Source: an optimization exercise on an open RTL-to-GDS flow (aim: small area, a short achievable clock period and few clock cycles per item). Production flows keep margins and buffers that such runs may drop. At most, simulation tests tie the RTL to the original design; equivalence was not proved. No functional check of the RTL was part of runs 1 and 2. Power is estimated from default activity; no workload was simulated.

## config.mk

```make
export PLATFORM = sky130hd
export DESIGN_NAME = ldl_solve_top
export DESIGN_NICKNAME = ldl_solve_top
export VERILOG_FILES = /design/flow/design.v
export SDC_FILE = /design/flow/constraint.sdc
export NUM_CORES = 4
export LEC_CHECK = 0
export CAP_MARGIN = 20
export CORE_MARGIN = 2
export CORE_UTILIZATION = 60
export SETUP_SLACK_MARGIN = 4.0
export SLEW_MARGIN = 20
```

## constraint.sdc

```tcl
create_clock -name core_clock -period 7.0 [get_ports {clk}]
set_input_delay 1.4000 -clock core_clock [delete_from_list [all_inputs] [get_ports {clk}]]
set_output_delay 1.4000 -clock core_clock [all_outputs]
set_load 0.01 [all_outputs]
```

## design.v

```verilog
`timescale 1ns/1ps
`default_nettype none
module ldl_solve_top (
    input  logic        clk,
    input  logic        rst,
    input  logic [7:0]  paddr,
    input  logic        psel,
    input  logic        penable,
    input  logic        pwrite,
    input  logic [31:0] pwdata,
    output logic [31:0] prdata,
    output logic        pready,
    output logic        pslverr,
    output logic        done
);
    logic [15:0] lw [0:15];
    logic [15:0] dw [0:3];
    logic [15:0] ww [0:3];
    logic [4:0] word;
    logic [4:0] wword_q;
    logic       wr_q;
    assign word = paddr[6:2];
    always_ff @(posedge clk) begin
        if (rst) begin
            wr_q <= 1'b0;
        end else begin
            wr_q <= psel && !penable && pwrite && !paddr[7];
        end
        wword_q <= word;
    end
    for (genvar k = 0; k < 16; k++) begin : g_l
        always_ff @(posedge clk) begin
            if (wr_q && wword_q == 5'(k)) lw[k] <= pwdata[15:0];
        end
    end
    for (genvar k = 0; k < 4; k++) begin : g_d
        always_ff @(posedge clk) begin
            if (wr_q && wword_q == 5'(16 + k)) dw[k] <= pwdata[15:0];
        end
    end
    logic        busy;
    logic        v2;
    logic [1:0]  dst2;
    logic [15:0] result;
    logic [15:0] rdata_q;
    logic        status_q;
    logic        err_q;
    logic [15:0] rd_word;
    always_comb begin
        rd_word = '0;
        if (!paddr[7]) begin
            if (word < 5'd16)      rd_word = lw[word[3:0]];
            else if (word < 5'd20) rd_word = dw[word[1:0]];
            else if (word < 5'd24) rd_word = ww[word[1:0]];
        end
    end
    logic rd_fwd;
    assign rd_fwd = v2 && paddr[7:4] == 4'b0101 && paddr[3:2] == dst2;
    always_ff @(posedge clk) begin
        rdata_q  <= rd_fwd ? result : rd_word;
        status_q <= (paddr == 8'h84);
        err_q    <= (paddr > 8'h84);
    end
    assign pready  = 1'b1;
    assign pslverr = err_q;
    assign prdata  = {16'h0, rdata_q[15:2],
                      status_q ? {done, busy} : rdata_q[1:0]};
    logic       ctrl_go;
    logic       go;
    logic       launch;
    logic       pend;
    logic       accept;
    logic       run;
    logic [3:0] step;
    logic [3:0] nxt;
    assign ctrl_go = pwrite && paddr == 8'h80 && pwdata[0] && !busy;
    assign go      = psel && ctrl_go && !run && !v2;
    assign launch  = go || pend;
    assign accept  = psel && penable && ctrl_go;
    assign nxt     = run ? step + 4'd1 : {3'b000, launch};
    always_ff @(posedge clk) begin
        if (rst) begin
            run   <= 1'b0;
            pend  <= 1'b0;
            step  <= '0;
            v2    <= 1'b0;
            busy  <= 1'b0;
            done  <= 1'b0;
        end else begin
            v2    <= launch || run;
            pend  <= accept && !launch && !run;
            step  <= nxt;
            run   <= launch || (run && step != 4'd15);
            if (accept) begin
                busy <= 1'b1;
                done <= 1'b0;
            end else if (run && step == 4'd15) begin
                busy <= 1'b0;
                done <= 1'b1;
            end
        end
    end
    logic [3:0]  nrun;
    logic [15:0] a_op;
    logic [1:0]  src;
    logic [1:0]  dst;
    logic        acc;
    assign nrun = step + 4'd1;
    always_comb begin
        a_op = lw[4];
        src  = 2'd0;
        dst  = 2'd1;
        acc  = 1'b1;
        case (nrun)
            4'd0:  begin a_op = lw[4];  src = 2'd0; dst = 2'd1; acc = 1'b1; end
            4'd1:  begin a_op = lw[8];  src = 2'd0; dst = 2'd2; acc = 1'b1; end
            4'd2:  begin a_op = lw[9];  src = 2'd1; dst = 2'd2; acc = 1'b1; end
            4'd3:  begin a_op = lw[12]; src = 2'd0; dst = 2'd3; acc = 1'b1; end
            4'd4:  begin a_op = lw[14]; src = 2'd2; dst = 2'd3; acc = 1'b1; end
            4'd5:  begin a_op = lw[13]; src = 2'd1; dst = 2'd3; acc = 1'b1; end
            4'd6:  begin a_op = dw[0];  src = 2'd0; dst = 2'd0; acc = 1'b0; end
            4'd7:  begin a_op = dw[3];  src = 2'd3; dst = 2'd3; acc = 1'b0; end
            4'd8:  begin a_op = dw[2];  src = 2'd2; dst = 2'd2; acc = 1'b0; end
            4'd9:  begin a_op = lw[14]; src = 2'd3; dst = 2'd2; acc = 1'b1; end
            4'd10: begin a_op = dw[1];  src = 2'd1; dst = 2'd1; acc = 1'b0; end
            4'd11: begin a_op = lw[13]; src = 2'd3; dst = 2'd1; acc = 1'b1; end
            4'd12: begin a_op = lw[12]; src = 2'd3; dst = 2'd0; acc = 1'b1; end
            4'd13: begin a_op = lw[9];  src = 2'd2; dst = 2'd1; acc = 1'b1; end
            4'd14: begin a_op = lw[8];  src = 2'd2; dst = 2'd0; acc = 1'b1; end
            4'd15: begin a_op = lw[4];  src = 2'd1; dst = 2'd0; acc = 1'b1; end
            default: ;
        endcase
    end
    logic [15:0] a_in;
    logic        sub_in;
    logic [23:0] bd;
    always_comb begin
        a_in   = a_op;
        sub_in = acc;
        if (!run) begin
            sub_in = 1'b1;
            if (launch)                         a_in = lw[8];
            else if (wr_q && wword_q == 5'd4)   a_in = pwdata[15:0];
            else                                a_in = lw[4];
        end
    end
    booth_enc enc_i (.a(a_in), .sub(sub_in), .d(bd));
    logic [15:0] b_in;
    logic [1:0]  src_n;
    assign src_n = run ? src : 2'd0;
    always_comb begin
        b_in = ww[src_n];
        if (!run && wr_q && wword_q == 5'd20) b_in = pwdata[15:0];
        if (v2 && dst2 == src_n) b_in = result;
    end
    logic [7:0]  bneg_q;
    logic [7:0]  bone_q;
    logic [7:0]  btwo_q;
    logic [15:0] b_q;
    logic [1:0]  dst_q;
    logic        acc_q;
    always_ff @(posedge clk) begin
        {bneg_q, bone_q, btwo_q} <= bd;
        b_q   <= b_in;
        dst_q <= run ? dst : launch ? 2'd2 : 2'd1;
        acc_q <= run ? acc : 1'b1;
    end
    logic [15:0] pp [0:8];
    logic [15:0] sum_q;
    logic [15:0] cry_q;
    logic [15:0] sum_d;
    logic [15:0] cry_d;
    for (genvar k = 0; k < 8; k++) begin : g_pp
        logic [15:0] b1;
        logic [15:0] b2;
        logic [15:0] m;
        assign b1 = b_q << (2 * k);
        assign b2 = b_q << (2 * k + 1);
        assign m  = ({16{bone_q[k]}} & b1) | ({16{btwo_q[k]}} & b2);
        assign pp[k] = (m ^ {16{bneg_q[k]}}) & (16'hffff << (2 * k));
    end
    assign pp[8] = {1'b0, bneg_q[7], 1'b0, bneg_q[6], 1'b0, bneg_q[5], 1'b0, bneg_q[4],
                    1'b0, bneg_q[3], 1'b0, bneg_q[2], 1'b0, bneg_q[1], 1'b0, bneg_q[0]};
    csa_tree9 tree_i (
        .pp0 (pp[0]), .pp1 (pp[1]), .pp2 (pp[2]), .pp3 (pp[3]),
        .pp4 (pp[4]), .pp5 (pp[5]), .pp6 (pp[6]), .pp7 (pp[7]),
        .pp8 (pp[8]),
        .s   (sum_d),
        .c   (cry_d)
    );
    logic [15:0] base_q;
    logic [15:0] base_d;
    always_comb begin
        base_d = ww[dst_q];
        if (v2 && dst2 == dst_q) base_d = result;
        if (!acc_q) base_d = '0;
    end
    always_ff @(posedge clk) begin
        sum_q  <= sum_d;
        cry_q  <= cry_d;
        base_q <= base_d;
        dst2   <= dst_q;
    end
    logic [15:0] t_s;
    logic [15:0] t_c;
    assign t_s  = base_q ^ sum_q ^ cry_q;
    assign t_c  = {(base_q[14:0] & sum_q[14:0]) | (base_q[14:0] & cry_q[14:0]) |
                   (sum_q[14:0] & cry_q[14:0]), 1'b0};
    assign result = t_s + t_c;
    logic [15:0] w_wdata;
    assign w_wdata = v2 ? result : pwdata[15:0];
    for (genvar k = 0; k < 4; k++) begin : g_w
        always_ff @(posedge clk) begin
            if ((v2 && dst2 == 2'(k)) || (wr_q && wword_q == 5'(20 + k))) begin
                ww[k] <= w_wdata;
            end
        end
    end
endmodule
module booth_enc (
    input  logic [15:0] a,
    input  logic        sub,
    output logic [23:0] d
);
    logic [16:0] ax;
    logic [7:0]  dn;
    logic [7:0]  d1;
    logic [7:0]  d2;
    assign ax = {a, 1'b0};
    always_comb begin
        for (int k = 0; k < 8; k++) begin
            dn[k] = (ax[2*k+2] && !(ax[2*k+1] && ax[2*k])) ^ sub;
            d1[k] = ax[2*k+1] ^ ax[2*k];
            d2[k] = (ax[2*k+2] && !ax[2*k+1] && !ax[2*k]) ||
                    (!ax[2*k+2] && ax[2*k+1] && ax[2*k]);
        end
    end
    assign d = {dn, d1, d2};
endmodule
module csa_tree9 (
    input  logic [15:0] pp0, pp1, pp2, pp3, pp4, pp5, pp6, pp7, pp8,
    output logic [15:0] s,
    output logic [15:0] c
);
    logic [15:0] a0s, a0c, a1s, a1c, a2s, a2c;
    csa16 l1a (.x(pp0), .y(pp1), .z(pp8), .s(a0s), .c(a0c));
    csa16 l1b (.x(pp2), .y(pp3), .z(pp4), .s(a1s), .c(a1c));
    csa16 l1c (.x(pp5), .y(pp6), .z(pp7), .s(a2s), .c(a2c));
    logic [15:0] b0s, b0c, b1s, b1c;
    csa16 l2a (.x(a0s), .y(a0c), .z(a1s), .s(b0s), .c(b0c));
    csa16 l2b (.x(a1c), .y(a2s), .z(a2c), .s(b1s), .c(b1c));
    logic [15:0] c0s, c0c;
    csa16 l3a (.x(b0s), .y(b0c), .z(b1s), .s(c0s), .c(c0c));
    csa16 l4a (.x(c0s), .y(c0c), .z(b1c), .s(s), .c(c));
endmodule
module csa16 (
    input  logic [15:0] x,
    input  logic [15:0] y,
    input  logic [15:0] z,
    output logic [15:0] s,
    output logic [15:0] c
);
    logic [15:0] m;
    assign s = x ^ y ^ z;
    assign m = (x & y) | (x & z) | (y & z);
    assign c = {m[14:0], 1'b0};
endmodule
`default_nettype wire
```

## run.sh

```bash
#!/bin/bash
# synth_recipe.tcl (not shown) runs the flow's synth.tcl, then flattens the netlist and writes it again
# the make line also repeats each setting of config.mk as NAME=value (left out here)
make -C /OpenROAD-flow-scripts/flow DESIGN_CONFIG=/design/flow/config.mk WORK_HOME=/design/flow/orfs CLKGATE_MAP_FILE= SYNTH_SCRIPT=/design/flow/synth_recipe.tcl finish
```

==> metrics.md, run 1 <==
| Metric | Value |
|---|---|
| Final Skew | 46.4 ps |
| H-tree lvl count | 2 |
| Vias per cell | 6.96 |
| Slew margin rel. | 34.1% |
| Psw | 2.68 mW |
| Final ANT Viol Nets | 0 |
| Final nets | 2316 |
| Synth cell count leaders | edfxtp_1, nand2_1, dfxtp_1 |
| Crit path kind | input pin to flip-flop |
| GRT Util Overall | 38.0% |
| First-pass GRT wire length | 123 mm |
| Synth Flop Type | edfxtp_1 |
| Clock Power Share | 33.7% |
| Critical Path AT | 3750 ps |
| Top cell type by total area after synthesis | edfxtp_1 |
| Worst Setup End Kind | flip-flop |
| Internal power | 6.11 mW |
| Worst skew pair latency | 640 ps |
| Post-synthesis cell type count | 93 |
| Worst-path clk slew | 60 ps |
| # setup viols final | 0 |
| Detailed placement HPWL | 56.1 mm |
| Top-area cell type share of the netlist area | 42.9% |
| PortBufs | 46 |
| Fin. max-slew vios | 0 |
| Avg Cell Area, Syn | 12.5 sq um |
| Iter 0 DRT Violations | 2794 |
| Post-synth EDFFs | 368 |
| Sink Count | 505 |
| Sw Ratio | 30.5% |
| Sequential element share of the synthesized area | 53.6% |
| Die Area | 44600 sq um |
| Share of cells above drive strength 1 | 25.3% |
| Post-Synthesis Cell Area | 25800 sq um |
| Core region area | 42100 sq um |
| Leakage | 11.0 nW |
| Die Y | 211 um |
| CP max FO | 24 |
| Starting Density | 61.1% |
| Hold Buf Count CTS | 0 |
| Ports | 80 |
| Worst min path class | flip-flop to flip-flop |
| CTS tree | yes |
| Top cells by area, synth | edfxtp_1, dfxtp_1, mux4_2 |
| Fill cells | 2806 |
| Max-cap violation count | 0 |
| Power Density | 286 nW/um^2 |
| Drt wl/cell | 31.0 um |
| Largest net degree at the start of global routing | 47 |
| Final Critical Period | 3220 ps |
| Detailed Route WL | 85.2 mm |
| Initial antenna violation count | 1 |
| Fmax | 0.310 GHz |
| Status | complete, no violations |
| Synth-to-Final Area Change | 19.2% |
| Synthesis Warnings | 10 |
| Pre-antenna DRT Iters | 9 |
| Setup TNS | 0 ps |
| Fin crit share | 46.0% |
| Final Hold Viols | 0 |
| Synth Register Bits | 505 |
| Number of buffers created by CTS | 52 |
| Vias in the first global route | 18700 |
| VDD IR max | 397 uV |
| Worst slew pin tran | 986 ps |
| Vias after detailed routing | 19100 |
| Gr ovfl total | 0 |
| CP startpoint kind | input pin |
| GPL Wtd Cong | 0.925 |
| Most frequent cell after synthesis | edfxtp_1 |
| Logic pwr share | 27.6% |
| Hold WS | 506 ps |
| Register share of total power | 38.7% |
| Post-synth ARST share | 0% |
| DRC viols | 0 |
| Clock root buffer | clkbuf_16 |
| Post-Synthesis Cells | 2062 |
| Clk buf depth | 3 |
| Die width | 211 um |
| Row count | 75 |
| Critical Path RT | 7520 ps |
| RSZ-0062 raised after global routing | true |
-- layout by cell type (no fill, tap or decap), types with 12 or more instances in the layout --
| cell | n |
|---|---|
| a32oi_1 | 12 |
| mux2_2 | 49 |
| nor3_1 | 13 |
| a21boi_0 | 13 |
| a22o_1 | 18 |
| nand3_1 | 24 |
| mux2i_1 | 71 |
| dfxtp_2 | 12 |
| a222oi_1 | 19 |
| buf_4 | 120 |
| nor2_1 | 97 |
| a221oi_1 | 24 |
| inv_1 | 73 |
| fa_1 | 48 |
| a21oi_1 | 49 |
| dfxtp_1 | 104 |
| a31oi_1 | 18 |
| ha_1 | 40 |
| ha_4 | 16 |
| buf_6 | 17 |
| o21ai_0 | 66 |
| edfxtp_1 | 368 |
| a22oi_1 | 111 |
| xnor2_1 | 78 |
| conb_1 | 17 |
| nand2_1 | 134 |
| dfxtp_4 | 21 |
| clkbuf_16 | 56 |
| mux4_2 | 50 |
| and3_1 | 18 |
| xor2_1 | 28 |
| clkdlybuf4s50_1 | 32 |
-- what timing repair did --
| action | 4_1_cts | 5_1_grt |
|---|---|---|
| setup buffers | 53 | 27 |
| setup endpoints to repair | 111 | 84 |
| pin swaps | 39 | 27 |
| endpoints found under the hold margin | 0 | 0 |
| cloned | 5 | 3 |
| resized for setup | 230 | 88 |
-- layout make-up --
| cell class | count | area (sq um) | area share, % |
|---|---|---|---|
| Clock buffer | 71 | 1460 | 4.77 |
| Sequential cell | 505 | 13900 | 45.2 |
| Timing Repair Buffer | 201 | 2050 | 6.69 |
| Inverter | 82 | 322 | 1.05 |
| Clock inverter | 27 | 374 | 1.22 |
| Multi-Input combinational cell | 1321 | 11900 | 38.8 |
| Antenna cell | 1 | 2.50 | 0.00815 |
| Tap cell | 539 | 674 | 2.20 |
-- worst max-delay path, stage by stage --
cell	delay, ps
buf_16	160
nor4_4	320
nand2_2	150
buf_4	170
o41a_1	350
buf_12	180
buf_4	150
nand2_1	60
and3_4	200
a31oi_4	50
buf_12	170
ha_4	150
nor2_2	90
xnor2_1	110
-- worst paths after layout --
kind / from / endpoint / cells past startpoint / slack [ps]
worst max-delay path: paddr[3] / bneg_q[4] / 14 / 3780
worst min-delay path: busy / busy / 2 / 510
worst max register to register: step[0] / bneg_q[4] / 11 / 3790
worst min register to register: busy / busy / 2 / 510
-- power by group through the flow --
stage	Clock, mW	Sequential (mW)	Combinational (mW)
5_1_grt	3.08	3.41	2.63
2_1_floorplan	0	3.42	1.28
6_report	2.96	3.40	2.43
4_1_cts	2.97	3.40	2.26
3_3_place_gp	0	3.47	1.89
3_5_place_dp	0	3.47	1.92
-- registers in the layout (all words and copies together) (netlist names), 2 cells and up --
register and cells:
dw 64, lw 256, base_q 16, step 4, b_q 16, ww 64
wword_q 5, dst_q 2, rdata_q 16, bneg_q 8, sum_q 16, cry_q 11
bone_q 8, btwo_q 8, dst2 2
-- routing by layer --
metal | vias to the layer above | global-route usage [%] | wire length, um
met5 | - | 0 | 0
met4 | 0 | 17.3 | 4400
met3 | 269 | 6.07 | 9100
met2 | 1350 | 63.8 | 41200
met1 | 9456 | 48.9 | 30400
li1 | 8034 | - | -
-- metrics by stage --
step | worst slack (ps) | util (%) | instance area (sq um) | instances | power [mW]
2_1_floorplan | 3430 | - | 26100 | 2077 | 4.70
3_3_place_gp | 2040 | 63.6 | 26800 | 2560 | 5.36
3_5_place_dp | 1970 | 63.6 | 26800 | 2560 | 5.39
4_1_cts | 3850 | 71.2 | 30000 | 2716 | 8.64
5_1_grt | 3700 | 72.8 | 30700 | 2747 | 9.12
6_report | 3780 | 72.8 | 30700 | 2747 | 8.79
-- cell families after synthesis --
family                   count (synthesis)  synth area share, %
multiplexers                           180                 9.76
AO/OA/AOI/OAI                          493                 14.1
other                                    2               0.0292
adder cells (fa/ha/maj)                108                 6.71
XOR/XNOR                               114                 3.91
flip-flops                             505                 53.6
buffers and inverters                  252                 4.46
AND/OR/NAND/NOR                        408                 7.46
==> run 2: changes to the inputs <==
--- a/config.mk
+++ b/config.mk
@@ -10,2 +10,3 @@
 export CORE_UTILIZATION = 60
+export CTS_BUF_LIST = sky130_fd_sc_hd__clkbuf_8
 export SETUP_SLACK_MARGIN = 4.0
==> run 2 against run 1 <==
Sequential share of layout area decreased by 0.14 points. Still clean on timing, DRC and antenna. Setup slack improved by 36 ps. Clock skew decreased by 9.6 ps. First-iteration DRC count shrank 7.8%. Die area is the same. Cell area up 0.42%. Global-route usage increased by 0.81 points. Cell count up 3.2%. Total power decreased by 4.1%.
==> metrics.md, run 2 <==
| Metric | Value |
|---|---|
| Status | complete, no violations |
| Adder-Cell Fraction of Synth Area | 6.71% |
| Biggest register | lw |
| Clock Power Share | 30.4% |
| Iter 0 DRT Violations | 2575 |
| Final setup margin | 3810 ps |
| Sink Count | 505 |
| Drt wl/cell | 30.5 um |
| Post-Synthesis Cells | 2062 |
| Critical Path End | bneg_q[4] |
| GR Util met3 | 8.27% |
| Worst Setup End Kind | flip-flop |
| Grt met2 use | 63.5% |
| Met1 usage | 48.9% |
| Gr busiest metal | met2 |
| Vias after detailed routing | 19500 |
| Synth-to-Final Area Change | 19.7% |
| Ports | 80 |
| R2R setup slack | 3920 ps |
| Final nets | 2380 |
| Fmax | 0.314 GHz |
| VDD IR max | 451 uV |
| Dpl ws | 1970 ps |
| Final Critical Period | 3190 ps |
| Sw Ratio | 32.4% |
| CTS tree | yes |
| Number of buffers created by CTS | 82 |
| Avg Cell Area, Syn | 12.5 sq um |
| Commonest non-fill, non-tap cell in the layout | edfxtp_1 |
| Starting Density | 61.1% |
| Die Y | 211 um |
| # setup viols final | 0 |
| Post-synthesis cell type count | 93 |
| Top cells by area, synth | edfxtp_1, dfxtp_1, mux4_2 |
| Slew margin rel. | 34.8% |
| Power Total | 8.43 mW |
| Post-synth EDFFs | 368 |
| Most frequent cell after synthesis | edfxtp_1 |
| Initial antenna violation count | 5 |
| Register share of total power | 40.3% |
| Setup TNS | 0 ps |
| Pre-antenna DRT Iters | 12 |
| Fraction of the mapped netlist area in compound gates | 14.1% |
| Die width | 211 um |
| Reg2reg path depth | 11 |
| CP startpoint kind | input pin |
| Synth Register Bits | 505 |
| Die Area | 44600 sq um |
| First-pass GRT wire length | 125 mm |
| Reg-to-reg critical path startpoint | step[0] |
| Worst-path clk slew | 60 ps |
| Top-area cell type share of the netlist area | 42.9% |
| Internal power | 5.70 mW |
| Mux share of post-synthesis cell area | 9.76% |
| RR Endpoint | btwo_q[2] |
| Largest net degree at the start of global routing | 47 |
| Gr ovfl total | 0 |
| Synth Area in XOR/XNOR | 3.91% |
| H-tree lvl count | 3 |
| GRT Util Overall | 38.8% |
| Final Hold Viols | 0 |
| Vias in the first global route | 19000 |
| Leakage | 11.2 nW |
| Hold Buf Count CTS | 0 |
| Final ANT Viol Nets | 0 |
| Fin util | 73.2% |
| Fin. max-slew vios | 0 |
| Critical Path RT | 7560 ps |
| CP max FO | 4 |
| Worst slew pin tran | 975 ps |
| Core region area | 42100 sq um |
| Start point of the critical path | paddr[1] |
| Top cell type by total area after synthesis | edfxtp_1 |
| Power Density | 273 nW/um^2 |
| Leading cell types in the layout, fill and taps excluded | edfxtp_1, buf_4, nand2_1 |
| Largest registers | lw x256, dw x64, ww x64 |
| Clk buf depth | 3 |
| Critical Path AT | 3750 ps |
| Fin crit share | 45.5% |
| Synthesis Warnings | 10 |
| Detailed placement HPWL | 56.1 mm |
| PortBufs | 46 |
| Psw | 2.73 mW |
| Synth cell count leaders | edfxtp_1, nand2_1, dfxtp_1 |
| Crit path kind | input pin to flip-flop |
| Sequential element share of the synthesized area | 53.6% |
| Final Skew | 36.8 ps |
| Row count | 75 |
| Clock root buffer | clkbuf_8 |
| Max reg flops | 256 |
| Largest family of logic cells by synthesized area | compound AO/OA/AOI/OAI gates |
| Worst skew pair latency | 690 ps |
| Share of cells above drive strength 1 | 28.1% |
| Logic pwr share | 29.3% |
| Post-synth ARST share | 0% |
| Post-Synthesis Cell Area | 25800 sq um |
| DRC viols | 0 |
| Max-cap violation count | 0 |
| Synth Area in Simple Gates | 7.46% |
| RSZ-0062 raised after global routing | true |
| Worst min path class | flip-flop to flip-flop |
| GPL Wtd Cong | 0.925 |
| Vias per cell | 6.88 |
| Synth Flop Type | edfxtp_1 |
| Detailed Route WL | 86.3 mm |
-- run 2: kinds of logic (layout without fill, tap and decap cells) --
family | after synthesis | in the layout
AOI/OAI and AO/OA | 493 | 495
muxes | 180 | 180
adders and majority gates | 108 | 108
DFF | 505 | 505
xor gates and xnor gates | 114 | 114
and+or+nand+nor | 408 | 408
other | 2 | 19
buffers and inverters | 252 | 466
-- run 2: critical path: stages --
cell     delay (ps)
buf_6            90
nor4b_4         390
nand2_2         150
o41ai_4         320
buf_6           170
buf_8           120
buf_4           120
buf_12          110
nand2_2          50
and3_4          170
a31oi_4         330
ha_4            190
nor2_2           30
xnor2_1         100
-- run 2: cell type report --
| type | instances | area (sq um) |
|---|---|---|
| flip-flops and latches | 505 | 13900 |
| multi-input cells | 1322 | 12000 |
| fillers | 2856 | 11300 |
| repair buffers | 234 | 2250 |
| clock buffers | 93 | 1280 |
| well taps | 539 | 674 |
| clock inverters | 57 | 352 |
| inverters | 82 | 317 |
| diodes | 2 | 5.00 |
-- run 2: power groups by stage --
stage          clock, mW  combinational (mW)  sequential, mW
2_1_floorplan          0                1.28            3.42
3_5_place_dp           0                1.92            3.47
4_1_cts             2.57                2.20            3.40
5_1_grt             2.71                2.66            3.40
6_report            2.56                2.47            3.40
3_3_place_gp           0                1.89            3.47
-- run 2: worst min-delay path by stage --
stage	startpoint	to	slack, ps	cells past startpoint
global placement	busy	busy	490	2
CTS	busy	busy	500	2
detailed placement	busy	busy	490	2
global route	busy	busy	530	2
floorplan	dst_q[0]	dst2[0]	330	0
finish	busy	busy	510	2
-- run 2: routing by layer --
metal / routed length (um) / vias up / part of all wire, %
met1: 30900 / 9624 / 36
met4: 5070 / 4 / 5.9
met5: 26 / - / 0.030
met3: 8900 / 302 / 10
li1: - / 8185 / -
met2: 41400 / 1382 / 48
-- run 2: stage by stage --
step           hold WS (ps)  cells  cell area, sq um
6_report                507   2834             30800
3_5_place_dp            494   2560             26800
3_3_place_gp            486   2560             26800
5_1_grt                 525   2834             30800
4_1_cts                 503   2787             30000
2_1_floorplan           329   2077             26100
-- run 2: timing repair --
item | 4_1_cts | 5_1_grt
resized for setup | 243 | 95
endpoints found under the setup margin | 112 | 75
pin swaps | 49 | 42
cloned | 6 | 2
setup buffers | 71 | 43
==> run 3: changes to the inputs <==
--- a/design.v
+++ b/design.v
@@ -44,18 +44,22 @@
     logic [15:0] result;
-    logic [15:0] rdata_q;
+    logic [15:0] lo_q;
+    logic [15:0] hi_q;
+    logic [15:0] hi_word;
+    logic        hisel_q;
     logic        status_q;
     logic        err_q;
-    logic [15:0] rd_word;
-    always_comb begin
-        rd_word = '0;
-        if (!paddr[7]) begin
-            if (word < 5'd16)      rd_word = lw[word[3:0]];
-            else if (word < 5'd20) rd_word = dw[word[1:0]];
-            else if (word < 5'd24) rd_word = ww[word[1:0]];
-        end
-    end
-    logic rd_fwd;
-    assign rd_fwd = v2 && paddr[7:4] == 4'b0101 && paddr[3:2] == dst2;
-    always_ff @(posedge clk) begin
-        rdata_q  <= rd_fwd ? result : rd_word;
+    logic        rd_fwd;
+    assign rd_fwd = v2 && paddr[3:2] == dst2;
+    always_comb begin
+        hi_word = '0;
+        if (!paddr[7] && !paddr[5]) begin
+            if (!paddr[4])    hi_word = dw[paddr[3:2]];
+            else if (rd_fwd)  hi_word = result;
+            else              hi_word = ww[paddr[3:2]];
+        end
+    end
+    always_ff @(posedge clk) begin
+        lo_q     <= lw[paddr[5:2]];
+        hi_q     <= hi_word;
+        hisel_q  <= paddr[7] || paddr[6];
         status_q <= (paddr == 8'h84);
@@ -63,6 +67,8 @@
     end
+    logic [15:0] rdata;
+    assign rdata = hisel_q ? hi_q : lo_q;
     assign pready  = 1'b1;
     assign pslverr = err_q;
-    assign prdata  = {16'h0, rdata_q[15:2],
-                      status_q ? {done, busy} : rdata_q[1:0]};
+    assign prdata  = {16'h0, rdata[15:2],
+                      status_q ? {done, busy} : rdata[1:0]};
     logic       ctrl_go;
@@ -133,16 +139,10 @@
     end
-    logic [15:0] a_in;
-    logic        sub_in;
-    logic [23:0] bd;
-    always_comb begin
-        a_in   = a_op;
-        sub_in = acc;
-        if (!run) begin
-            sub_in = 1'b1;
-            if (launch)                         a_in = lw[8];
-            else if (wr_q && wword_q == 5'd4)   a_in = pwdata[15:0];
-            else                                a_in = lw[4];
-        end
-    end
-    booth_enc enc_i (.a(a_in), .sub(sub_in), .d(bd));
+    logic [15:0] a_idle;
+    logic [23:0] bd_run;
+    logic [23:0] bd_idle;
+    logic [23:0] bd_op1;
+    assign a_idle = (wr_q && wword_q == 5'd4) ? pwdata[15:0] : lw[4];
+    booth_enc enc_run  (.a(a_op),   .sub(acc),  .d(bd_run));
+    booth_enc enc_idle (.a(a_idle), .sub(1'b1), .d(bd_idle));
+    booth_enc enc_op1  (.a(lw[8]),  .sub(1'b1), .d(bd_op1));
     logic [15:0] b_in;
@@ -162,3 +162,3 @@
     always_ff @(posedge clk) begin
-        {bneg_q, bone_q, btwo_q} <= bd;
+        {bneg_q, bone_q, btwo_q} <= run ? bd_run : launch ? bd_op1 : bd_idle;
         b_q   <= b_in;
@@ -172,2 +172,4 @@
     logic [15:0] cry_d;
+    logic        x15_d;
+    logic        x15_q;
     for (genvar k = 0; k < 8; k++) begin : g_pp
@@ -188,3 +190,4 @@
         .s   (sum_d),
-        .c   (cry_d)
+        .c   (cry_d),
+        .x15 (x15_d)
     );
@@ -200,2 +203,3 @@
         cry_q  <= cry_d;
+        x15_q  <= x15_d;
         base_q <= base_d;
@@ -205,3 +209,3 @@
     logic [15:0] t_c;
-    assign t_s  = base_q ^ sum_q ^ cry_q;
+    assign t_s  = base_q ^ sum_q ^ cry_q ^ {x15_q, 15'h0};
     assign t_c  = {(base_q[14:0] & sum_q[14:0]) | (base_q[14:0] & cry_q[14:0]) |
@@ -242,26 +246,40 @@
     output logic [15:0] s,
-    output logic [15:0] c
-);
-    logic [15:0] a0s, a0c, a1s, a1c, a2s, a2c;
-    csa16 l1a (.x(pp0), .y(pp1), .z(pp8), .s(a0s), .c(a0c));
-    csa16 l1b (.x(pp2), .y(pp3), .z(pp4), .s(a1s), .c(a1c));
-    csa16 l1c (.x(pp5), .y(pp6), .z(pp7), .s(a2s), .c(a2c));
-    logic [15:0] b0s, b0c, b1s, b1c;
-    csa16 l2a (.x(a0s), .y(a0c), .z(a1s), .s(b0s), .c(b0c));
-    csa16 l2b (.x(a1c), .y(a2s), .z(a2c), .s(b1s), .c(b1c));
-    logic [15:0] c0s, c0c;
-    csa16 l3a (.x(b0s), .y(b0c), .z(b1s), .s(c0s), .c(c0c));
-    csa16 l4a (.x(c0s), .y(c0c), .z(b1c), .s(s), .c(c));
-endmodule
-module csa16 (
-    input  logic [15:0] x,
-    input  logic [15:0] y,
-    input  logic [15:0] z,
-    output logic [15:0] s,
-    output logic [15:0] c
-);
-    logic [15:0] m;
-    assign s = x ^ y ^ z;
-    assign m = (x & y) | (x & z) | (y & z);
-    assign c = {m[14:0], 1'b0};
+    output logic [15:0] c,
+    output logic        x15
+);
+    logic [14:0] a0s, a0c, a1s, a1c, a2s, a2c;
+    logic        a0o, a1o, a2o;
+    csa15 l1a (.x(pp0[14:0]), .y(pp1[14:0]), .z(pp8[14:0]), .s(a0s), .c(a0c), .co(a0o));
+    csa15 l1b (.x(pp2[14:0]), .y(pp3[14:0]), .z(pp4[14:0]), .s(a1s), .c(a1c), .co(a1o));
+    csa15 l1c (.x(pp5[14:0]), .y(pp6[14:0]), .z(pp7[14:0]), .s(a2s), .c(a2c), .co(a2o));
+    logic [14:0] b0s, b0c, b1s, b1c;
+    logic        b0o, b1o;
+    csa15 l2a (.x(a0s), .y(a0c), .z(a1s), .s(b0s), .c(b0c), .co(b0o));
+    csa15 l2b (.x(a1c), .y(a2s), .z(a2c), .s(b1s), .c(b1c), .co(b1o));
+    logic [14:0] c0s, c0c;
+    logic        c0o;
+    csa15 l3a (.x(b0s), .y(b0c), .z(b1s), .s(c0s), .c(c0c), .co(c0o));
+    logic [14:0] d0s, d0c;
+    logic        d0o;
+    csa15 l4a (.x(c0s), .y(c0c), .z(b1c), .s(d0s), .c(d0c), .co(d0o));
+    logic p15;
+    assign p15 = ((pp0[15] ^ pp1[15]) ^ (pp2[15] ^ pp3[15])) ^
+                 ((pp4[15] ^ pp5[15]) ^ (pp6[15] ^ pp7[15])) ^ pp8[15];
+    assign s   = {p15 ^ a0o ^ a1o ^ a2o, d0s};
+    assign c   = {d0o, d0c};
+    assign x15 = b0o ^ b1o ^ c0o;
+endmodule
+module csa15 (
+    input  logic [14:0] x,
+    input  logic [14:0] y,
+    input  logic [14:0] z,
+    output logic [14:0] s,
+    output logic [14:0] c,
+    output logic        co
+);
+    logic [14:0] m;
+    assign s  = x ^ y ^ z;
+    assign m  = (x & y) | (x & z) | (y & z);
+    assign c  = {m[13:0], 1'b0};
+    assign co = m[14];
 endmodule
--- a/config.mk
+++ b/config.mk
@@ -9,5 +9,4 @@
 export CORE_MARGIN = 2
-export CORE_UTILIZATION = 60
-export CTS_BUF_LIST = sky130_fd_sc_hd__clkbuf_8
-export SETUP_SLACK_MARGIN = 4.0
+export CORE_UTILIZATION = 70
+export SETUP_SLACK_MARGIN = 3.6
 export SLEW_MARGIN = 20
==> run 3 against run 2 <==
Via count fell by 5.1%. Sequential power is 4% higher. Largest power group unchanged. Still clean on timing, DRC and antenna. First-iteration DRC count down 1.5%.
==> metrics.md, run 3 <==
| Metric | Value |
|---|---|
| Number of buffers created by CTS | 51 |
| Leading cell types in the layout, fill and taps excluded | edfxtp_1, a22oi_1, dfxtp_1 |
| Worst skew pair latency | 610 ps |
| Top cell type by total area after synthesis | edfxtp_1 |
| Worst slew pin tran | 1150 ps |
| Fill cells | 2081 |
| Crit path kind | flip-flop to primary output |
| Post-synth ARST share | 0% |
| Sequential element share of the synthesized area | 55.2% |
| GRT Util Overall | 39.1% |
| Largest net degree at the start of global routing | 55 |
| DRC viols | 0 |
| Iter 0 DRT Violations | 2537 |
| CP max FO | 5 |
| Ant. Diodes | 0 |
| Mux share of post-synthesis cell area | 8.43% |
| Most frequent cell after synthesis | edfxtp_1 |
| H-tree lvl count | 2 |
| Sequential cell area | 14200 sq um |
| Fmax | 0.295 GHz |
| Detailed Route WL | 74.4 mm |
| Synth Area in Simple Gates | 7.03% |
| Final Critical Period | 3390 ps |
| Row count | 70 |
| Largest registers | lw x256, dw x64, ww x64 |
| Critical Path AT | 1990 ps |
| VDD IR max | 277 uV |
| Largest family of logic cells by synthesized area | compound AO/OA/AOI/OAI gates |
| Post-Synthesis Cell Area | 25600 sq um |
| CP startpoint kind | flip-flop |
| Post-Synthesis Cells | 1986 |
| Post-synthesis cell type count | 78 |
| First-pass GRT wire length | 110 mm |
| Synth Register Bits | 523 |
| Starting Density | 70.5% |
| Critical Path RT | 5600 ps |
| Status | complete, no violations |
| Die Y | 195 um |
| GPL Wtd Cong | 0.909 |
| Vias per cell | 7.21 |
| RSZ-0062 raised after global routing | true |
| Slew margin rel. | 23.4% |
| Drt wl/cell | 29.0 um |
| Final ANT Viol Nets | 0 |
| Fin crit share | 48.4% |
| Max-cap violation count | 0 |
| Core region area | 36300 sq um |
| Vias in the first global route | 18100 |
| Fin. max-slew vios | 0 |
| Fin util | 79.9% |
| Adder-Cell Fraction of Synth Area | 7.42% |
| Power Total | 8.31 mW |
| Setup TNS | 0 ps |
| Avg Cell Area, Syn | 12.9 sq um |
| Top cells by area, synth | edfxtp_1, dfxtp_1, a22oi_1 |
| Final nets | 2221 |
| Ports | 80 |
| Vias after detailed routing | 18500 |
| PortBufs | 46 |
| Final Hold Viols | 0 |
| CTS tree | yes |
| # setup viols final | 0 |
| Power Density | 286 nW/um^2 |
| Die Area | 38200 sq um |
| Synth-to-Final Area Change | 13.4% |
| Share of cells above drive strength 1 | 16.4% |
| Clk buf depth | 3 |
| Final Skew | 18.9 ps |
| Synth cell count leaders | edfxtp_1, a22oi_1, dfxtp_1 |
| Leakage | 10.6 nW |
| Multi-input logic area | 10900 sq um |
| Detailed placement HPWL | 48.3 mm |
| Pre-antenna DRT Iters | 6 |
| Synthesis Warnings | 10 |
| Top-area cell type share of the netlist area | 43.1% |
| Die width | 195 um |
| Biggest register | lw |
| Initial antenna violation count | 2 |
| Worst min path class | flip-flop to flip-flop |
| Worst Setup End Kind | primary output |
| Fraction of the mapped netlist area in compound gates | 14.2% |
| Sink Count | 523 |
| Synth Area in XOR/XNOR | 3.89% |
| Commonest non-fill, non-tap cell in the layout | edfxtp_1 |
| Gr ovfl total | 0 |
| Max reg flops | 256 |
| Clock root buffer | clkbuf_16 |
| Post-synth EDFFs | 368 |
| Synth Flop Type | edfxtp_1 |
| Worst-path clk slew | 60 ps |
## run 3: worst max-delay path, stage by stage (launching register included)
cell and delay [ps]:
dfxtp_4 360, buf_12 120, mux2_2 400, clkdlybuf4s50_1 500
## run 3: repair_timing
item                       in CTS  in global routing
hold buffers                    0                  0
pin swaps                       7                  2
resized for setup              37                 35
cloned                          0                  2
setup endpoints to repair      84                 74
setup buffers                  21                  5
## run 3: cell type report
cell class	instances	share of cell area, %
inverter	86	1.11
sequential	523	48.8
tap	468	2.02
clock buffer	64	4.74
timing repair buffer	135	4.29
multi-input combinational	1257	37.6
clock inverter	31	1.49
## run 3: path summary, 6_finish.rpt
check	depth (start not counted)	endpoint	slack, ps	startpoint
worst max-delay path	3	prdata[11]	3610	hisel_q
worst min-delay path	2	lo_q[0]	480	lw[0][0]
worst max register to register	7	sum_q[13]	3720	b_q[5]
worst min register to register	2	lo_q[0]	480	lw[0][0]
## run 3: where the power goes
group          internal [mW]  switching [mW]  total (mW)
clock network           1.77            1.20        2.97
registers               3.43           0.103        3.53
logic                  0.714            1.09        1.81
total                   5.91            2.40        8.31
## run 3: logic make-up after synthesis
logic type | Yosys count
other | 2
flip-flops | 523
AO/OA/AOI/OAI | 498
AND/OR/NAND/NOR | 361
multiplexers | 148
adder cells (fa/ha/maj) | 122
XOR/XNOR | 110
buffers and inverters | 222
## run 3: layer usage
metal | share of wire [%] | GRT usage, % | vias to the layer above | wire [um]
li1 | - | - | 7802 | -
met1 | 35 | 50.3 | 9030 | 26400
met2 | 48 | 63.9 | 1374 | 35400
met3 | 11 | 7.72 | 285 | 8430
met4 | 5.6 | 19.8 | 4 | 4170
met5 | 0.026 | 0 | - | 19
## run 3: per-stage QoR
step | std cells | hold slack (ps) | setup WS (ps) | instance area [sq um]
final | 2564 | 483 | 3610 | 29000
after global routing | 2564 | 497 | 3580 | 29000
after CTS | 2557 | 485 | 3540 | 28800
after detailed placement | 2441 | 471 | 2020 | 26700
after global placement | 2441 | 460 | 2050 | 26700
after floorplan | 2001 | 329 | 3680 | 25700
Testbench counts of run 3, summed over its fixed seeds: cycles 2,784, solves 72.
==> run 4: changes to the inputs <==
--- a/config.mk
+++ b/config.mk
@@ -7,6 +7,7 @@
 export LEC_CHECK = 0
+export ABC_AREA = 1
 export CAP_MARGIN = 20
 export CORE_MARGIN = 2
-export CORE_UTILIZATION = 70
-export SETUP_SLACK_MARGIN = 3.6
+export CORE_UTILIZATION = 60
+export SETUP_SLACK_MARGIN = 4.0
 export SLEW_MARGIN = 20
==> run 4 against run 3 <==
Synthesized cell count grew 41%. Critical path depth grew 5. Still clean on timing, DRC and antenna. Cell area grew 7.5%. Area after synthesis grew 3.7%. Non-clock buffer count grew 57.
==> metrics.md, run 4 <==
| Metric | Value |
|---|---|
| Number of buffers created by CTS | 55 |
| Synth cell count leaders | nand2_1, edfxtp_1, inv_1 |
| Final ANT Viol Nets | 0 |
| Share of cells above drive strength 1 | 16.2% |
| CP bufs+invs | 2 |
| Detailed Route WL | 91.8 mm |
| Gr ovfl total | 0 |
| Mux share of post-synthesis cell area | 0% |
| Fraction of the mapped netlist area in compound gates | 10.2% |
| Reg-to-reg critical path startpoint | b_q[5] |
| Clk buf depth | 3 |
| Worst Setup End Kind | flip-flop |
| Sink Count | 523 |
| Dpl ws | 2040 ps |
| Top cell type by total area after synthesis | edfxtp_1 |
| Die width | 214 um |
| # setup viols final | 0 |
| Sequential element share of the synthesized area | 53.3% |
| Synth Flop Type | edfxtp_1 |
| Crit-path slowest cell | fa_1 |
| Critical Path RT | 7500 ps |
| CTS tree | yes |
| Leakage | 12.6 nW |
| Final Critical Period | 3100 ps |
| Power Density | 277 nW/um^2 |
| Crit path kind | flip-flop to flip-flop |
| Die Area | 46000 sq um |
| Largest family of logic cells by synthesized area | simple AND/OR/NAND/NOR gates |
| Worst-path clk slew | 60 ps |
| Post-Synthesis Cells | 2802 |
| Starting Density | 60.5% |
| Commonest non-fill, non-tap cell in the layout | nand2_1 |
| Power Total | 8.64 mW |
| Die Y | 214 um |
| Pre-antenna DRT Iters | 7 |
| Synthesis Warnings | 10 |
| First-pass GRT wire length | 131 mm |
| CP startpoint kind | flip-flop |
| CP max FO | 7 |
| Drt wl/cell | 25.6 um |
| Detailed placement HPWL | 61.9 mm |
| Final nets | 3107 |
| DRC viols | 0 |
| Core region area | 43900 sq um |
| Hold wc startpoint | lw[0][10] |
| Crit path max-delay family | adder cells |
| Largest stage delay, worst path | 570 ps |
| Top cells by area, synth | edfxtp_1, dfxtp_1, nand2_1 |
| Vias after detailed routing | 22300 |
| Slew margin rel. | 30.6% |
| H-tree lvl count | 2 |
| Setup TNS | 0 ps |
| Initial antenna violation count | 5 |
| GRT Util Overall | 38.7% |
| Adder-Cell Fraction of Synth Area | 7.16% |
| Final Skew | 28.8 ps |
| Vias per cell | 6.24 |
| Fin. max-slew vios | 0 |
| Max reg flops | 256 |
| Cell breakdown of the critical path | clkinvlp_4 -> o22ai_2 -> xor2_1 -> fa_1 -> fa_1 -> inv_2 -> fa_1 -> fa_1 |
| # placed instances | 3389 |
| Row count | 77 |
| Post-synthesis cell type count | 56 |
| Post-synth EDFFs | 368 |
| Worst min path class | flip-flop to flip-flop |
| Biggest register | lw |
| Synth-to-Final Area Change | 17.5% |
| Largest registers | lw x256, dw x64, ww x64 |
| Worst slew pin tran | 1040 ps |
| Post-synth ARST share | 0% |
| Ports | 80 |
| RSZ-0062 raised after global routing | true |
| Most frequent cell after synthesis | nand2_1 |
| GPL Wtd Cong | 0.997 |
| Final Hold Viols | 0 |
| Worst skew pair latency | 640 ps |
| Start point of the critical path | b_q[5] |
| Max-cap violation count | 0 |
| Fin util | 71.1% |
| Synth Area in Simple Gates | 19.4% |
| VDD IR max | 317 uV |
| Clock root buffer | clkbuf_16 |
| Most common cell on crit path | fa_1 |
| Leading cell types in the layout, fill and taps excluded | nand2_1, edfxtp_1, inv_1 |
| Fmax | 0.322 GHz |
| Final setup margin | 3900 ps |
| Critical Path AT | 3600 ps |
| Top-area cell type share of the netlist area | 41.6% |
| Vias in the first global route | 20500 |
| R2R setup slack | 3900 ps |
| Fin crit share | 44.4% |
| Post-Synthesis Cell Area | 26600 sq um |
| Iter 0 DRT Violations | 3274 |
| Synth Register Bits | 523 |
| Synth Area in XOR/XNOR | 3.42% |
| Largest net degree at the start of global routing | 35 |
| Non-Filler Instances | 3580 |
| PortBufs | 46 |
| Avg Cell Area, Syn | 9.48 sq um |
| Status | complete, no violations |
-- run 4: cell types whose count changed after synthesis, moves of 53 or more --
| cell | delta |
|---|---|
| nand2_1 | +646 |
| a22oi_1 | -198 |
| inv_1 | +177 |
| nand3_1 | +125 |
| nor2_1 | +82 |
| o22ai_1 | +67 |
| xnor2_1 | -58 |
| a21oi_1 | +53 |
-- run 4: timing repair --
| action | 4_1_cts | 5_1_grt |
|---|---|---|
| setup buffers | 54 | 22 |
| pin swaps | 33 | 27 |
| resized for setup | 219 | 95 |
| endpoints found under the hold margin | 0 | 0 |
| cloned | 3 | 7 |
| endpoints found under the setup margin | 118 | 114 |
| hold buffers | 0 | 0 |
-- run 4: logic make-up (layout without fill, tap and decap cells) --
| group | Yosys count | after routing |
|---|---|---|
| flops | 523 | 523 |
| xor+xnor | 100 | 100 |
| compound gates | 430 | 430 |
| other cells | 2 | 18 |
| simple gates | 1205 | 1208 |
| fa+ha+maj | 122 | 122 |
| buf+inv | 420 | 587 |
-- run 4: where the power goes --
group | leakage [nW] | internal (mW) | switching, mW
Clock | 0.966 | 1.88 | 1.29
Sequential | 4.59 | 3.43 | 0.0852
Combinational | 7.06 | 0.684 | 1.28
-- run 4: final cells by class --
cell class / instances / area (sq um)
multi-input cells: 1877 / 11400
repair buffers: 192 / 1720
diodes: 1 / 2.50
well taps: 592 / 741
fillers: 3364 / 12700
inverters: 288 / 1190
clock buffers: 73 / 1570
flip-flops and latches: 523 / 14200
clock inverters: 31 / 415
repair inverters: 3 / 20.0
-- run 4: metal layers --
metal | global-route usage (%) | vias up | routed length (um)
met2 | 56.1 | 1555 | 39400
met4 | 11.7 | 2 | 2890
met5 | 0 | - | 12
met3 | 11.5 | 221 | 13300
li1 | - | 9831 | -
met1 | 56.3 | 10700 | 36200
-- run 4: worst register-to-register path: stages, from the launching register on --
cell        delay [ps]
dfxtp_2            340
clkinvlp_4         210
o22ai_2            190
xor2_1             250
fa_1               500
fa_1               570
inv_2               40
fa_1               490
fa_1               400
-- run 4: worst paths after layout --
| kind | end | cells after the start |
|---|---|---|
| worst max-delay path | sum_q[14] | 8 |
| worst max register to register | sum_q[14] | 8 |
| worst min register to register | lo_q[10] | 2 |
| worst min-delay path | lo_q[10] | 2 |
-- run 4: metrics by stage --
stage                     hold slack, ps  area [sq um]
after global placement               431         27700
final                                443         31200
after detailed placement             432         27700
after CTS                            447         30600
after floorplan                      388         26700
after global routing                 490         31200
==> run 5: changes to the inputs <==
--- a/config.mk
+++ b/config.mk
@@ -7,3 +7,2 @@
 export LEC_CHECK = 0
-export ABC_AREA = 1
 export CAP_MARGIN = 20
==> run 5 against run 4 <==
Still clean. Combinational power up 7%. Cell count down 24%. Via count down 18%. Largest cell class unchanged. Highest routed layer is now met4.
==> metrics.md, run 5 <==
| Metric | Value |
|---|---|
| CP startpoint kind | flip-flop |
| Sink Count | 523 |
| Critical Path AT | 1720 ps |
| Row count | 75 |
| Biggest register | lw |
| Sequential element share of the synthesized area | 55.2% |
| Die width | 211 um |
| Dpl ws | 2560 ps |
| Fin crit share | 44.6% |
| Worst Setup End Kind | primary output |
| Post-synthesis cell type count | 78 |
| Power Total | 8.57 mW |
| Fin util | 72.5% |
| Ports | 80 |
| # placed instances | 2516 |
| Die Area | 44400 sq um |
| Worst min path class | flip-flop to flip-flop |
| Status | complete, no violations |
| Final nets | 2292 |
| H-tree lvl count | 2 |
| GPL Wtd Cong | 0.921 |
| Final ANT Viol Nets | 0 |
| Initial antenna violation count | 0 |
| Starting Density | 61.0% |
| Worst slew pin tran | 1170 ps |
| Worst-path clk slew | 60 ps |
| Top cells by area, synth | edfxtp_1, dfxtp_1, a22oi_1 |
| Vias in the first global route | 17900 |
| Non-Filler Instances | 2710 |
| Critical Path RT | 5600 ps |
| Hold WS | 482 ps |
| DRC viols | 0 |
| Vias after detailed routing | 18400 |
| Commonest non-fill, non-tap cell in the layout | edfxtp_1 |
| Post-Synthesis Cells | 1986 |
| Power Density | 281 nW/um^2 |
| VDD IR max | 302 uV |
| Number of buffers created by CTS | 53 |
| Clock root buffer | clkbuf_16 |
| Iter 0 DRT Violations | 2489 |
| Max reg flops | 256 |
| Max-cap violation count | 0 |
| Pre-antenna DRT Iters | 8 |
| Die Y | 211 um |
| Leading cell types in the layout, fill and taps excluded | edfxtp_1, a22oi_1, dfxtp_1 |
| PortBufs | 46 |
| CTS tree | yes |
| Detailed Route WL | 79.7 mm |
| Final Hold Viols | 0 |
| Synth Flop Type | edfxtp_1 |
| Largest registers | lw x256, dw x64, ww x64 |
| Gr ovfl total | 0 |
| Post-synth EDFFs | 368 |
| Slew margin rel. | 21.9% |
| GRT Util Overall | 35.8% |
| Worst skew pair latency | 630 ps |
| Largest net degree at the start of global routing | 56 |
| Synth cell count leaders | edfxtp_1, a22oi_1, dfxtp_1 |
| Cell area after layout | 30500 sq um |
| Post-synth ARST share | 0% |
| Top cell type by total area after synthesis | edfxtp_1 |
| Final setup margin | 3880 ps |
| Fin. max-slew vios | 0 |
| Synth-to-Final Area Change | 19.0% |
| Share of cells above drive strength 1 | 24.2% |
| CP max FO | 7 |
| First-pass GRT wire length | 116 mm |
| Top-area cell type share of the netlist area | 43.1% |
| Fill cells | 2821 |
| RSZ-0062 raised after global routing | true |
| Detailed placement HPWL | 50.8 mm |
| Avg Cell Area, Syn | 12.9 sq um |
| Clk buf depth | 3 |
| Core region area | 42000 sq um |
| Final Critical Period | 3120 ps |
| Most frequent cell after synthesis | edfxtp_1 |
| Synthesis Warnings | 10 |
| Hold Buf Count CTS | 0 |
| Crit path kind | flip-flop to primary output |
| Dpl cell area | 26900 sq um |
| Drt wl/cell | 29.4 um |
| Leakage | 11.1 nW |
| Post-Synthesis Cell Area | 25600 sq um |
| Final Skew | 27.6 ps |
| # setup viols final | 0 |
| Synth Register Bits | 523 |
| Fmax | 0.320 GHz |
| Vias per cell | 6.79 |
| Setup TNS | 0 ps |
run 5: where the power goes:
| part | switching, mW | total [mW] | internal [mW] |
|---|---|---|---|
| registers | 0.107 | 3.53 | 3.43 |
| logic | 1.22 | 2.10 | 0.880 |
| clock network | 1.24 | 2.94 | 1.69 |
| total | 2.57 | 8.57 | 6.00 |
run 5: kinds of logic after synthesis:
kind of cell    count (synthesis)  synth area share (%)
flops                         523                  55.2
fa+ha+maj                     122                  7.42
xor+xnor                      110                  3.89
mux                           148                  8.43
simple gates                  361                  7.03
compound gates                498                  14.2
buf+inv                       222                  3.79
other cells                     2                0.0293
run 5: metal layers:
| layer | vias up | wire [um] | GRT usage (%) |
|---|---|---|---|
| met3 | 221 | 7690 | 6.48 |
| li1 | 7946 | - | - |
| met2 | 1121 | 38900 | 59.2 |
| met5 | - | 0 | 0 |
| met4 | 0 | 3220 | 13.0 |
| met1 | 9116 | 29900 | 47.9 |
run 5: final cells by class:
| type | instances | area [sq um] | area share [%] |
|---|---|---|---|
| timing repair buffer | 202 | 2020 | 6.61 |
| multi-input combinational | 1259 | 11400 | 37.4 |
| clock inverter | 27 | 292 | 0.956 |
| clock buffer | 73 | 1530 | 5.03 |
| tap | 539 | 674 | 2.21 |
| sequential | 523 | 14200 | 46.7 |
| inverter | 86 | 327 | 1.07 |
| antenna | 1 | 2.50 | 0.00821 |
run 5: worst max-delay path, cell delays in order, from the launching register on:
cell     delay (ps)
dfxtp_4         430
buf_6           130
buf_12          120
mux2_4          300
buf_6           120
run 5: final timing paths:
check	start	endpoint	slack [ps]	depth (start not counted)
max	hisel_q	prdata[6]	3880	4
min	lw[0][3]	lo_q[3]	480	1
max reg2reg	step[0]	bneg_q[3]	4010	13
min reg2reg	lw[0][3]	lo_q[3]	480	1
run 5: what timing repair did:
item                       4_1_cts  5_1_grt
hold endpoints to repair         0        0
setup endpoints to repair      124       90
gates resized for setup        220       90
pin swaps                       28       41
setup buffers                   46       39
gates cloned                     5        2
==> run 6: changes to the inputs <==
--- a/config.mk
+++ b/config.mk
@@ -10,2 +10,4 @@
 export CORE_UTILIZATION = 60
+export CTS_CLUSTER_DIAMETER = 80
+export CTS_CLUSTER_SIZE = 30
 export SETUP_SLACK_MARGIN = 4.0
==> run 6 against run 5 <==
Critical endpoint unchanged. Cell count fell by 1.4%. Cell area is 2.4% lower. Critical path depth stayed put. Sequential share of layout area is 1.2 points higher. Worst hold slack improved by 9.5 ps. Via count decreased by 0.64%. Sequential cell count did not move. First-iteration DRC count up 4.7%. Wire length increased by 0.18%. Highest routed layer unchanged. Maximum frequency fell by 1.0%. Still clean. Synthesized cell count is the same. Register-to-register slack worse by 20 ps. Largest cell class unchanged.
==> metrics.md, run 6 <==
| Metric | Value |
|---|---|
| Number of buffers created by CTS | 27 |
| Leakage | 10.8 nW |
| Worst min path class | flip-flop to flip-flop |
| Max-cap violation count | 0 |
| Die Area | 44400 sq um |
| Die Y | 211 um |
| RR Endpoint | sum_q[12] |
| GRT Util Overall | 35.2% |
| CTS tree | yes |
| Critical Path AT | 1750 ps |
| Critical Path RT | 5600 ps |
| Final nets | 2280 |
| Status | complete, no violations |
| Final Skew | 28.8 ps |
| Power Total | 7.56 mW |
| Cell area after layout | 29800 sq um |
| H-tree lvl count | 1 |
| Dpl cell area | 26900 sq um |
| RSZ-0062 raised after global routing | true |
| Ports | 80 |
| Adder-Cell Fraction of Synth Area | 7.42% |
| Final ANT Viol Nets | 0 |
| Post-synthesis cell type count | 78 |
| Most frequent cell after synthesis | edfxtp_1 |
| Top cell type by total area after synthesis | edfxtp_1 |
| Worst slew pin tran | 1200 ps |
| Detailed placement HPWL | 50.8 mm |
| Clk buf depth | 3 |
| Final Hold Viols | 0 |
| Row count | 75 |
| VDD IR max | 280 uV |
| Clock root buffer | clkbuf_16 |
| Avg Cell Area, Syn | 12.9 sq um |
| Gr ovfl total | 0 |
| Fin crit share | 45.1% |
| Drt wl/cell | 29.9 um |
| Worst Setup End Kind | primary output |
| Core region area | 42000 sq um |
| Non-Filler Instances | 2672 |
| PortBufs | 46 |
| R2R setup slack | 3990 ps |
| Mux share of post-synthesis cell area | 8.43% |
| Fin. max-slew vios | 0 |
| Largest registers | lw x256, dw x64, ww x64 |
| Starting Density | 61.0% |
| Hold Buf Count CTS | 0 |
| Top-area cell type share of the netlist area | 43.1% |
| Fraction of the mapped netlist area in compound gates | 14.2% |
| Post-synth EDFFs | 368 |
| Largest family of logic cells by synthesized area | compound AO/OA/AOI/OAI gates |
| GPL Wtd Cong | 0.921 |
| # setup viols final | 0 |
| Vias per cell | 6.84 |
| Setup TNS | 0 ps |
| Initial antenna violation count | 0 |
| Synth Register Bits | 523 |
| Worst skew pair latency | 620 ps |
| Slew margin rel. | 19.9% |
| Worst-path clk slew | 110 ps |
| Start point of the critical path | hisel_q |
| Sequential element share of the synthesized area | 55.2% |
| Commonest non-fill, non-tap cell in the layout | edfxtp_1 |
| Synth Area in XOR/XNOR | 3.89% |
| Final Critical Period | 3150 ps |
| Vias after detailed routing | 18300 |
| DRC viols | 0 |
| Reg-to-reg critical path startpoint | b_q[4] |
| Post-Synthesis Cells | 1986 |
| Synth Area in Simple Gates | 7.03% |
| CP startpoint kind | flip-flop |
| Synthesis Warnings | 10 |
| Post-Synthesis Cell Area | 25600 sq um |
| Leading cell types in the layout, fill and taps excluded | edfxtp_1, a22oi_1, buf_4 |
| Top cells by area, synth | edfxtp_1, dfxtp_1, a22oi_1 |
| Reg2reg path depth | 9 |
| # placed instances | 2516 |
| Biggest register | lw |
| Synth cell count leaders | edfxtp_1, a22oi_1, dfxtp_1 |
| Fmax | 0.317 GHz |
| Synth-to-Final Area Change | 16.1% |
| Crit path kind | flip-flop to primary output |
| Iter 0 DRT Violations | 2605 |
| Max reg flops | 256 |
| Die width | 211 um |
| Synth Flop Type | edfxtp_1 |
| Share of cells above drive strength 1 | 23.3% |
| CP max FO | 7 |
| Hold Path Depth | 1 |
| Ant. Diodes | 0 |
| Largest net degree at the start of global routing | 56 |
| Vias in the first global route | 17500 |
| Critical Path End | prdata[6] |
| Post-synth ARST share | 0% |
| Pre-antenna DRT Iters | 8 |
| Power Density | 254 nW/um^2 |
| Sink Count | 523 |
| First-pass GRT wire length | 115 mm |
| Detailed Route WL | 79.9 mm |
## run 6: cell counts after synthesis
No cell type changed its count.
## run 6: cell families (layout without fill, tap and decap cells)
| logic type | after synthesis | in the layout |
|---|---|---|
| adder cells (fa/ha/maj) | 122 | 122 |
| multiplexers | 148 | 148 |
| buffers and inverters | 222 | 351 |
| flip-flops | 523 | 523 |
| other | 2 | 17 |
| XOR/XNOR | 110 | 110 |
| AND/OR/NAND/NOR | 361 | 361 |
| AO/OA/AOI/OAI | 498 | 501 |
## run 6: metal layers
layer	vias up	wire length, um	global-route usage, %
li1	7884	-	-
met1	9154	30000	48.1
met2	1061	39300	58.9
met3	188	7440	4.64
met4	0	3110	11.2
met5	-	0	0
## run 6: metrics by stage
step / hold WS, ps / utilization, % / setup WS (ps)
final: 491 / 70.8 / 3850
after global routing: 513 / 70.8 / 3830
after CTS: 489 / 68.6 / 3820
after detailed placement: 462 / 63.9 / 2560
after global placement: 462 / 63.9 / 2640
after floorplan: 329 / - / 4010
## run 6: power by group
part           internal, mW  total (mW)  switching (mW)  leakage [nW]
clock                 0.827        1.93            1.10         0.445
sequential             3.42        3.53           0.103          4.61
combinational         0.890        2.11            1.22          5.69
## run 6: repair_timing
item | CTS | global route
buffers inserted | 45 | 52
gates cloned | 4 | 5
pin swaps | 26 | 49
resized for setup | 216 | 105
setup endpoints to repair | 124 | 87
endpoints found under the hold margin | 0 | 0
## run 6: how the worst min path moves through the flow
stage	start	end	slack, ps
2_1_floorplan	dst_q[0]	dst2[0]	330
3_5_place_dp	lw[0][1]	lo_q[1]	460
5_1_grt	lw[0][14]	lo_q[14]	510
6_report	lw[0][3]	lo_q[3]	490
4_1_cts	run	pend	490
3_3_place_gp	lw[0][1]	lo_q[1]	460
## run 6: critical path, stage by stage, from the launching register on
cell and delay, ps:
dfxtp_4 450, buf_6 130, buf_12 120, mux2_4 300, buf_6 120
## run 6: final cells by class
| cell class | count | area [sq um] |
|---|---|---|
| Sequential cell | 523 | 14200 |
| Inverter | 86 | 323 |
| Fill cell | 2925 | 12300 |
| Multi-Input combinational cell | 1259 | 11400 |
| Clock buffer | 34 | 723 |
| Clock inverter | 15 | 214 |
| Timing Repair Buffer | 216 | 2150 |
| Tap cell | 539 | 674 |
==> run 7: changes to the inputs <==
--- a/config.mk
+++ b/config.mk
@@ -12,3 +12,3 @@
 export CTS_CLUSTER_SIZE = 30
-export SETUP_SLACK_MARGIN = 4.0
+export SETUP_SLACK_MARGIN = 4.2
 export SLEW_MARGIN = 20
==> run 7 against run 6 <==
First-iteration DRC count rose by 3.3%. Via count up 6.5%. Still clean. Global-route usage is 1.4 points higher. Synthesized cell count is the same. Critical endpoint is now prdata[10]. Die area is the same.
==> metrics.md, run 7 <==
| Metric | Value |
|---|---|
| First-pass GRT wire length | 118 mm |
| Detailed Route WL | 84.9 mm |
| Post-Synthesis Cell Area | 25600 sq um |
| Commonest non-fill, non-tap cell in the layout | edfxtp_1 |
| Most frequent cell after synthesis | edfxtp_1 |
| Worst Setup End Kind | primary output |
| Max reg flops | 256 |
| Reg-to-reg critical path startpoint | step[0] |
| Synth cell count leaders | edfxtp_1, a22oi_1, dfxtp_1 |
| Worst skew pair latency | 620 ps |
| Sequential element share of the synthesized area | 55.2% |
| Ports | 80 |
| Sink Count | 523 |
| Power Density | 256 nW/um^2 |
| Clk buf depth | 3 |
| Fin crit share | 44.8% |
| Biggest register | lw |
| Dpl cell area | 26900 sq um |
| Fill cells | 2648 |
| GPL Wtd Cong | 0.873 |
| Starting Density | 61.0% |
| Fin. max-slew vios | 0 |
| Synth Flop Type | edfxtp_1 |
| Dpl ws | 2580 ps |
| Initial antenna violation count | 3 |
| Critical Path AT | 1740 ps |
| Start point of the critical path | hisel_q |
| Cell area after layout | 31900 sq um |
| Reg2reg path depth | 14 |
| Synth-to-Final Area Change | 24.4% |
| Die Area | 44400 sq um |
| Post-synth ARST share | 0% |
| Post-synthesis cell type count | 78 |
| Critical Path RT | 5600 ps |
| Post-Synthesis Cells | 1986 |
| Worst-path clk slew | 100 ps |
| Ant. Diodes | 0 |
| Gr ovfl total | 0 |
| H-tree lvl count | 1 |
| GRT Util Overall | 36.5% |
| Clock root buffer | clkbuf_16 |
| Avg Cell Area, Syn | 12.9 sq um |
| Crit path kind | flip-flop to primary output |
| Final Hold Viols | 0 |
| VDD IR max | 314 uV |
| CP startpoint kind | flip-flop |
| RSZ-0062 raised after global routing | true |
| Final nets | 2383 |
| Top cell type by total area after synthesis | edfxtp_1 |
| Drt wl/cell | 30.6 um |
| Pre-antenna DRT Iters | 9 |
| Final setup margin | 3860 ps |
| DRC viols | 0 |
| Number of buffers created by CTS | 28 |
| Critical Path End | prdata[10] |
| RR Endpoint | btwo_q[7] |
| Vias after detailed routing | 19500 |
| Power Total | 8.15 mW |
| Leakage | 11.6 nW |
| Die width | 211 um |
| Final Skew | 22.6 ps |
| CP max FO | 6 |
| Leading cell types in the layout, fill and taps excluded | edfxtp_1, buf_4, a22oi_1 |
| Largest registers | lw x256, dw x64, ww x64 |
| Vias in the first global route | 18400 |
| Largest net degree at the start of global routing | 61 |
| R2R setup slack | 3990 ps |
| Synth Register Bits | 523 |
| Iter 0 DRT Violations | 2690 |
| Row count | 75 |
| Synthesis Warnings | 10 |
| Max-cap violation count | 0 |
| Detailed placement HPWL | 50.5 mm |
| Final Critical Period | 3140 ps |
| Worst min path class | flip-flop to flip-flop |
| Core region area | 42000 sq um |
| Share of cells above drive strength 1 | 33.2% |
| Slew margin rel. | 24.2% |
| CTS tree | yes |
| Top-area cell type share of the netlist area | 43.1% |
| Setup TNS | 0 ps |
| Status | complete, no violations |
| Post-synth EDFFs | 368 |
| Sequential cell area | 14300 sq um |
| Top cells by area, synth | edfxtp_1, dfxtp_1, a22oi_1 |
| Vias per cell | 7.01 |
| PortBufs | 46 |
| Die Y | 211 um |
| Final ANT Viol Nets | 0 |
| Worst slew pin tran | 1140 ps |
| # setup viols final | 0 |
| Hold WS | 485 ps |
| Fmax | 0.319 GHz |
| Multi-input logic area | 12300 sq um |
==> run 7: cell count changes in the layout (fill, tap and decap cells not counted), moves of 17 or more <==
cell,delta
buf_6,+33
a22oi_1,-22
o21ai_1,+17
o21ai_2,+26
buf_4,+50
ha_4,+19
a22oi_2,+22
o21ai_0,-44
==> run 7: kinds of logic (layout without fill, tap and decap cells) <==
family                     after synthesis  after routing  share of synthesized area [%]
AOI/OAI and AO/OA                      498            501                           14.2
xor gates and xnor gates               110            110                           3.89
adders and majority gates              122            122                           7.42
buffers and inverters                  222            456                           3.79
DFF                                    523            523                           55.2
muxes                                  148            148                           8.43
other                                    2             17                         0.0293
and+or+nand+nor                        361            361                           7.03
==> run 7: critical path, cell delays in order, from the launching register on <==
cell,delay (ps)
dfxtp_4,440
buf_12,130
buf_12,120
mux2_4,300
buf_6,120
==> run 7: power breakdown <==
part           total [mW]  switching [mW]  internal [mW]
Combinational        2.62            1.45           1.17
Sequential           3.53           0.105           3.42
Clock                2.01            1.13          0.871
Total                8.15            2.69           5.46
==> run 7: worst min path at each step <==
stage / startpoint / end / slack, ps / depth (start not counted)
floorplan: dst_q[0] / dst2[0] / 330 / 0
global placement: lw[0][0] / lo_q[0] / 460 / 2
detailed placement: lw[0][2] / lo_q[2] / 470 / 1
CTS: busy / busy / 480 / 2
global route: lw[0][7] / lo_q[7] / 510 / 1
finish: lw[0][2] / lo_q[2] / 490 / 1
==> run 7: routing by layer <==
layer	vias up	share of wire (%)	global-route usage [%]
met1	9734	35	46.8
met4	6	6.7	17.6
li1	8111	-	-
met5	-	0.037	0
met2	1320	48	61.2
met3	296	10	5.80
==> run 7: cell type report <==
| type | instances | share of cell area [%] |
|---|---|---|
| repair buffers | 318 | 10.3 |
| clock inverters | 21 | 0.946 |
| well taps | 539 | 2.12 |
| flip-flops and latches | 523 | 44.7 |
| multi-input cells | 1259 | 38.5 |
| inverters | 86 | 1.05 |
| clock buffers | 31 | 2.30 |
==> run 7: stage by stage <==
step           std cells  utilization, %
4_1_cts             2694            71.9
6_report            2777            75.8
3_5_place_dp        2515            64.0
3_3_place_gp        2515            64.0
2_1_floorplan       2001               -
5_1_grt             2777            75.8
==> run 7: timing repair <==
item,4_1_cts,5_1_grt
hold buffers,0,0
setup endpoints to repair,141,109
gates cloned,11,7
resized for setup,369,242
pin swaps,85,125
buffers inserted,116,76

[afterwards: timing with drivers on the ports]
In the flow no input, the clock included, has a driving cell. The finished layouts below were timed again as built, in two steps. Step 1 sets driving cells, clkbuf_16 on the clock port and buf_2 on the other inputs (assumed; they add their load-dependent delay and slew). Step 2, shift: input delay + t, output delay - t, t = (earliest + latest rising clock arrival at the registers) / 2. This alone moves slack from input paths to output paths. Three values: no drivers, after step 1, after step 2; two values: the first two.
| run | t (ns) | slack for setup (ns) | hold slack, ns | worst setup path after step 2 | slew at the worst register clock pin (ns) |
|---|---|---|---|---|---|
| run 1 | 0.674 | 3.777 / 3.722 / 3.048 | 0.506 / 0.506 / 0.506 | input to register | 0.06 / 0.06 |
| run 2 | 0.730 | 3.814 / 3.723 / 2.993 | 0.507 / 0.507 / 0.507 | input to register | 0.07 / 0.07 |
| run 3 | 0.659 | 3.613 / 3.556 / 3.088 | 0.483 / 0.483 / 0.483 | input to register | 0.07 / 0.07 |
| run 4 | 0.693 | 3.895 / 3.838 / 3.344 | 0.443 / 0.443 / 0.443 | input to register | 0.07 / 0.07 |
| run 5 | 0.674 | 3.877 / 3.817 / 3.411 | 0.482 / 0.482 / 0.482 | input to register | 0.07 / 0.07 |
| run 6 | 0.670 | 3.845 / 3.782 / 3.431 | 0.491 / 0.491 / 0.491 | input to register | 0.11 / 0.11 |
| run 7 | 0.659 | 3.862 / 3.807 / 3.490 | 0.485 / 0.485 / 0.485 | input to register | 0.11 / 0.11 |
After both steps every run listed still meets setup and hold. For run 2, which loses most, drivers alone change the setup slack by -0.091 ns; drivers and shift together by -0.821 ns.
